From an optimization exercise on the open Yosys and OpenROAD flow, aimed at small area; shortcuts taken in it are not production practice. Function not checked in this run: the RTL went through the layout flow alone. Power and IR drop assume default switching activity.

==> flow/design.v <==
package decode_stage_p_pkg;
    localparam int DW_D   = 32;
    localparam int NREG_D = 32;
    localparam int PCW_D  = 12;
    localparam int CTLW_D = 9;
    localparam logic [5:0] OP_R    = 6'b000000;
    localparam logic [5:0] OP_LW   = 6'b100011;
    localparam logic [5:0] OP_SW   = 6'b101011;
    localparam logic [5:0] OP_BEQ  = 6'b000100;
    localparam logic [5:0] OP_ADDI = 6'b001000;
    localparam int C_REGDST   = 8;
    localparam int C_ALUSRC   = 7;
    localparam int C_MEMTOREG = 6;
    localparam int C_REGWRITE = 5;
    localparam int C_MEMREAD  = 4;
    localparam int C_MEMWRITE = 3;
    localparam int C_BRANCH   = 2;
    localparam int C_ALUOP    = 0;
    localparam logic [8:0] CTL_R    = 9'b100100010;
    localparam logic [8:0] CTL_LW   = 9'b011110000;
    localparam logic [8:0] CTL_SW   = 9'b010001000;
    localparam logic [8:0] CTL_BEQ  = 9'b000000101;
    localparam logic [8:0] CTL_ADDI = 9'b010100000;
    function automatic logic [8:0] decode_ctl(input logic [5:0] op);
        decode_ctl = op == OP_R    ? CTL_R    :
               op == OP_LW   ? CTL_LW   :
               op == OP_SW   ? CTL_SW   :
               op == OP_BEQ  ? CTL_BEQ  :
               op == OP_ADDI ? CTL_ADDI : 9'b0;
    endfunction
    function automatic logic uses_rt(input logic [5:0] op);
        uses_rt = op == OP_R || op == OP_SW || op == OP_BEQ;
    endfunction
endpackage
module regfile_p #(
    parameter int DW   = 32,
    parameter int NREG = 32,
    parameter int AW   = $clog2(NREG)
) (
    input  logic          clk,
    input  logic          rst_n,
    input  logic [AW-1:0] i_ra0,
    input  logic [AW-1:0] i_ra1,
    output logic [DW-1:0] o_rd0,
    output logic [DW-1:0] o_rd1,
    input  logic          i_we,
    input  logic [AW-1:0] i_wa,
    input  logic [DW-1:0] i_wd
);
    logic [DW-1:0]   r_mem [1:NREG-1];
    logic [NREG-1:1] r_vld;
    always_ff @(posedge clk or negedge rst_n) begin
        if (!rst_n)
            r_vld <= '0;
        else if (i_we && i_wa != '0)
            r_vld[i_wa] <= 1'b1;
    end
    always_ff @(posedge clk) begin
        if (i_we && i_wa != '0)
            r_mem[i_wa] <= i_wd;
    end
    logic byp0, byp1;
    logic [NREG-1:1] sel0, sel1;
    assign byp0 = i_we && i_wa == i_ra0 && i_ra0 != '0;
    assign byp1 = i_we && i_wa == i_ra1 && i_ra1 != '0;
    always_comb begin
        o_rd0 = byp0 ? i_wd : '0;
        o_rd1 = byp1 ? i_wd : '0;
        for (int i = 1; i < NREG; i++) begin
            sel0[i] = !byp0 && r_vld[i] && i_ra0 == AW'(i);
            sel1[i] = !byp1 && r_vld[i] && i_ra1 == AW'(i);
            o_rd0 = o_rd0 | (r_mem[i] & {DW{sel0[i]}});
            o_rd1 = o_rd1 | (r_mem[i] & {DW{sel1[i]}});
        end
    end
endmodule
module decode_stage_p #(
    parameter int DW   = decode_stage_p_pkg::DW_D,
    parameter int NREG = decode_stage_p_pkg::NREG_D,
    parameter int PCW  = decode_stage_p_pkg::PCW_D,
    parameter int CTLW = decode_stage_p_pkg::CTLW_D
) (
    input  logic            clk,
    input  logic            rst_n,
    input  logic            if_valid,
    input  logic [31:0]     if_ir,
    input  logic [PCW-1:0]  if_npc,
    output logic            id_ready,
    input  logic            ex_ready,
    input  logic            flush,
    input  logic            wb_we,
    input  logic [$clog2(NREG)-1:0] wb_addr,
    input  logic [DW-1:0]   wb_data,
    output logic            idex_valid,
    output logic [DW-1:0]   idex_a,
    output logic [DW-1:0]   idex_b,
    output logic [DW-1:0]   idex_imm,
    output logic [$clog2(NREG)-1:0] idex_rt,
    output logic [$clog2(NREG)-1:0] idex_rd,
    output logic [PCW-1:0]  idex_npc,
    output logic [CTLW-1:0] idex_ctl
);
    localparam int AW = $clog2(NREG);
    logic [5:0]      w_op;
    logic [AW-1:0]   w_rs, w_rt, w_rd;
    logic [DW-1:0]   w_a, w_b, w_imm;
    logic [CTLW-1:0] w_ctl;
    logic            w_hazard, w_advance;
    logic            r_valid;
    logic [DW-1:0]   r_a, r_b, r_imm;
    logic [AW-1:0]   r_rt, r_rd;
    logic [PCW-1:0]  r_npc;
    logic [CTLW-1:0] r_ctl;
    assign w_op  = if_ir[31:26];
    assign w_rs  = AW'(if_ir[25:21]);
    assign w_rt  = AW'(if_ir[20:16]);
    assign w_rd  = AW'(if_ir[15:11]);
    assign w_imm = {{(DW-16){if_ir[15]}}, if_ir[15:0]};
    assign w_ctl = CTLW'(decode_stage_p_pkg::decode_ctl(w_op));
    regfile_p #(.DW(DW), .NREG(NREG), .AW(AW)) u_rf (
        .clk   (clk),
        .rst_n (rst_n),
        .i_ra0 (w_rs),
        .i_ra1 (w_rt),
        .o_rd0 (w_a),
        .o_rd1 (w_b),
        .i_we  (wb_we),
        .i_wa  (wb_addr),
        .i_wd  (wb_data)
    );
    assign w_hazard  = r_valid && r_ctl[decode_stage_p_pkg::C_MEMREAD] && r_rt != '0 &&
                       (r_rt == w_rs || (decode_stage_p_pkg::uses_rt(w_op) && r_rt == w_rt));
    assign w_advance = !r_valid || ex_ready;
    always_ff @(posedge clk or negedge rst_n) begin
        if (!rst_n) begin
            r_valid <= 1'b0;
            r_a     <= '0;
            r_b     <= '0;
            r_imm   <= '0;
            r_rt    <= '0;
            r_rd    <= '0;
            r_npc   <= '0;
            r_ctl   <= '0;
        end else if (flush || (w_advance && w_hazard)) begin
            r_valid <= 1'b0;
            r_ctl   <= '0;
        end else if (w_advance) begin
            r_valid <= if_valid;
            r_a     <= w_a;
            r_b     <= w_b;
            r_imm   <= w_imm;
            r_rt    <= w_rt;
            r_rd    <= w_rd;
            r_npc   <= if_npc;
            r_ctl   <= w_ctl;
        end
    end
    assign id_ready   = w_advance && !w_hazard && !flush;
    assign idex_valid = r_valid;
    assign idex_a     = r_a;
    assign idex_b     = r_b;
    assign idex_imm   = r_imm;
    assign idex_rt    = r_rt;
    assign idex_rd    = r_rd;
    assign idex_npc   = r_npc;
    assign idex_ctl   = r_ctl;
endmodule
==> flow/run.sh <==
#!/bin/bash
# synth_recipe.tcl (not shown) runs the flow's synth.tcl, then flattens the netlist and writes it again
# the make line also repeats each setting of config.mk as NAME=value (left out here)
make -C /OpenROAD-flow-scripts/flow DESIGN_CONFIG=/design/flow/config.mk WORK_HOME=/design/flow/orfs CLKGATE_MAP_FILE= SYNTH_SCRIPT=/design/flow/synth_recipe.tcl finish
==> flow/config.mk <==
export PLATFORM = sky130hd
export DESIGN_NAME = decode_stage_p
export DESIGN_NICKNAME = decode_stage_p
export VERILOG_FILES = /design/flow/design.v
export SDC_FILE = /design/flow/constraint.sdc
export NUM_CORES = 4
export LEC_CHECK = 0
export CAP_MARGIN = 20
export CORE_MARGIN = 2
export CORE_UTILIZATION = 45
export SLEW_MARGIN = 20
==> flow/constraint.sdc <==
create_clock -name core_clock -period 5.0 [get_ports {clk}]
set_input_delay 1.0000 -clock core_clock [delete_from_list [all_inputs] [get_ports {clk}]]
set_output_delay 1.0000 -clock core_clock [all_outputs]
set_load 0.01 [all_outputs]
==> run summary <==
[through the flow]
step / setup TNS (ns) / power [mW]
global placement: -0.0570 / 14.2
detailed placement: 0 / 14.2
finish: 0 / 23.7
floorplan: 0 / 12.1
global route: 0 / 23.9
CTS: 0 / 23.3
[per-layer routing]
layer / up-vias / track usage / wire [um] / share of wire
met4: 50 / 0.441 / 34100 / 0.10
li1: 16700 / - / - / -
met3: 1898 / 0.340 / 65900 / 0.20
met5: - / 0.0455 / 621 / 0.0019
met1: 24000 / 0.689 / 109000 / 0.33
met2: 6731 / 0.712 / 121000 / 0.37
[logic make-up after synthesis]
group | share of synthesized area
simple gates | 0.0876
compound gates | 0.212
mux | 0.000600
buf+inv | 0.0296
flops | 0.663
fa+ha+maj | 0.00300
xor+xnor | 0.00438
[registers in the layout, summed over array words and instances (netlist names)]
name and cells:
r_rt 5, r_npc 12, r_imm 12, r_ctl 6, r_rd 4, u_rf.r_mem 992, r_b 32, u_rf.r_vld 31
r_valid 1, r_a 32
[path summary, 6_finish.rpt]
kind                             end  slack (ns)          start
setup / recovery              r_a[1]        0.39      if_ir[23]
min in group core_clock     r_npc[1]        0.47       r_npc[1]
hold / removal             r_imm[15]        0.22          rst_n
max in group asynchronous    r_b[19]        3.36          rst_n
hold reg to reg             r_npc[1]        0.47       r_npc[1]
setup reg to reg             r_b[19]        1.05  u_rf.r_vld[4]
[cells in the mapped netlist (all sizes together), types with 7 or more instances]
cell and instances:
o22a 11, o21ai 86, nor2b 12, and2 40, a41oi 14, o2111ai 7, nor4 19, nand4 57
ha 12, and4b 8, buf 107, and3 46, a221o 23, a32o 31, inv 11, a22o 84
nand2 319, and4 19, o21bai 31, a21boi 8, clkbuf 233, a211oi 20, edfxtp 992, a31oi 76
a22oi 472, nor3b 9, a2111oi 16, nand2b 9, o32a 26, nand3 114, a21oi 179, o211ai 10
o22ai 32, and3b 14, nor3 24, dfrtp 135, a222oi 69, a221oi 108, nor4b 9, xnor2 19
nor2 144, a32oi 58, nand3b 8, o31ai 7
[layout make-up]
| type | count | area [um^2] | area share |
|---|---|---|---|
| clock buffers | 151 | 3250 | 0.0530 |
| flip-flops and latches | 1127 | 33200 | 0.541 |
| well taps | 1488 | 1860 | 0.0304 |
| clock inverters | 73 | 818 | 0.0133 |
| diodes | 59 | 148 | 0.00241 |
| multi-input cells | 2325 | 16000 | 0.261 |
| repair buffers | 653 | 6030 | 0.0984 |
| inverters | 11 | 46.3 | 0.000755 |
[power by group]
group | leakage (nW) | internal, mW | switching [mW] | total [mW]
Combinational | 7.49 | 0.995 | 2.30 | 3.29
Sequential | 10.6 | 10.6 | 0.563 | 11.1
Clock | 2.01 | 5.28 | 4.05 | 9.33
==> summary.txt <==
Clocking
  • TritonCTS clock tree: built
  • Cts repair resizes: 0
  • Num CTS Buffers: about 120
  • Clock Tree Root: clkbuf_16
  • Clock-pin slew of the registers on the worst-case setup and hold paths: 0.07 ns
  • # Post-CTS Setup Buffers: 0
  • Maximum level of the CTS H-tree: 3
  • Number of sinks on the clock net: approximately 1,100
  • Total of hold buffers inserted after clock tree synthesis: 0
  • Clock network latency to the later pin of the worst-skew pair: 0.78 ns
  • Max clock buf depth: 3

Worst setup path
  • Slowest cell on crit path: nor3b_1
  • Nature of the critical path endpoint: flop
  • CP Cell Sequence: clkdlybuf4s50_1 > nor3b_1 > and3_1 > a21boi_1 > buf_4 > a22oi_1 > nand4_1 > and4b_1 > o21ai_0
  • Endpoint arrival time on the critical path: ~5.3 ns
  • Critical Setup Path Class: input pin to flop
  • Slowest cell delay on critical path: 1.01 ns
  • Count of buffering cells on the critical path with inverters included: 2
  • Max FO, Critical Path: 9
  • Kind of launch point of the worst setup path: input pin
  • Required time at the worst-slack endpoint: ~5.7 ns
  • Gate family responsible for the most delay along the worst path: simple AND/OR/NAND/NOR gates
  • Total number of cells along the worst setup path: 9
  • Cells on worst reg2reg path: 9

Run
  • Max-cap violation count: 0

Detailed routing
  • Post-route DRC violation count: 0
  • First-pass iteration count of the detailed router: 13
  • Final antenna-violating net count: 0
  • Number of design-rule violations left by the first detailed-router iteration: ~13,000
  • Vias: slightly below 50,000
  • Post-Route WL: approximately 330,000 um
  • Vias/cell: ~8.4
  • Average wire per standard cell: roughly 56 um

Yosys
  • Library cell occupying the most area in the post-synthesis netlist: edfxtp_1
  • Number of different library cells in the post-synthesis netlist: 83
  • Cell area after synthesis: roughly 50,000 um^2
  • Largest cells by area after synthesis: edfxtp_1 60%, a22oi_1 7.1%, dfrtp_1 6.8%
  • Post-synthesis sequential area ratio: 0.663
  • Share of Yosys cell area claimed by the top area cell type: 0.595
  • Yosys warnings: 2
  • Synthesized Nets: about 3,900
  • Avg Synthesized Cell Area: around 13 um^2
  • Number of instances in the synthesized netlist: 3,803
  • Number of enable flip-flop cells after synthesis: 992
  • Synth async-reset ratio: 0.120
  • Most used flip-flop cell after synthesis: edfxtp_1
  • Flip-flop and latch count after synthesis: about 1,100

STA
  • Post-route clock period utilization: 0.923
  • Finish-stage setup viols: 0
  • Period minus WS final: ~4.6 ns
  • Unrepaired setup endpoints after global routing: false
  • Worst clock skew: ~0.042 ns
  • Maximum clock frequency: approximately 220 MHz
  • Hold violation total from the final report: 0
  • Relative slew margins: 0.0951
  • Final Hold Slack: approximately 0.22 ns
  • Worst-case setup margin in the final layout: a little under 0.4 ns
  • Transition time at the pin with the least slew margin: roughly 1.4 ns
  • Number of max-slew violations in the final report: 0

Finish
  • Most used cells in the layout excluding fill and tap cells: 992 x edfxtp_1, 472 x a22oi_1, 389 x buf_4
  • Post-route design area: 61,300 um^2
  • Finished Core Util: 0.555
  • Count of placed standard cells in the final layout, fillers left out: between 5,000 and 6,000
  • Fraction of layout cells with a size suffix above 1: 0.175
  • Number of inserted filler cells in the final layout: around 9,300
  • Net count, final: approximately 4,300
  • Area growth from synthesis to layout: 22.5%
  • Commonest non-fill, non-tap cell in the layout: edfxtp_1

Status
  • Run status: finished clean

Global routing
  • Via count of the first global-routing pass: 43,200
  • Largest net degree at the start of global routing: 74
  • Global Route Usage Sum: 0.567
  • Wire length of the first global-routing pass: around 420,000 um
  • Antenna violations before repair: slightly above 60
  • Total congestion overflow: 0

Pwr
  • IR drop worst, VDD: around 330 uV
  • Areal power density over the cells: approximately 390 nW/um^2
  • Leak: slightly above 20 nW

Die
  • Die Y-Extent: around 340 um
  • Starting density of the core: 0.453
  • Die Area: between 100,000 and 150,000 um^2
  • Core area: 111,000 um^2
  • Num ports: ~220
  • Die width: roughly 340 um
  • Number of placement rows: 122

Min path
  • Worst Hold Class: input pin to async pin

Placement
  • Placement Setup Slack: approximately 0.028 ns
  • Inst Count DP: roughly 5,600
  • Port Buf Inserts: about 220
  • Cell Area, Placed: ~57,000 um^2
  • Placer's final routability congestion estimate: approximately 1.1
  • Placed wire-length estimate after detailed placement: around 210,000 um

port drivers added, routing unchanged:
Ports are ideal in the flow. The routed layout listed here was re-timed in OpenROAD.
Step 1 assumes that a clkbuf_16 drives the clock port and a buf_2 every other input.
Step 2 also shifts input and output timing later by t, the mid clock arrival at the registers, as if the neighbouring blocks saw the same clock.
Three values: ideal ports, drivers, drivers and shift; two values: the first two.
shift t [ns]: 0.841
setup WS [ns]: 0.386 / 0.402 / -0.394
worst data-port slew with drivers (ns): 0.12
Met with ideal ports but missed after step 2: setup timing in this run. The setup slack of this run moves by +0.016 ns with the drivers and by -0.780 ns with both steps.
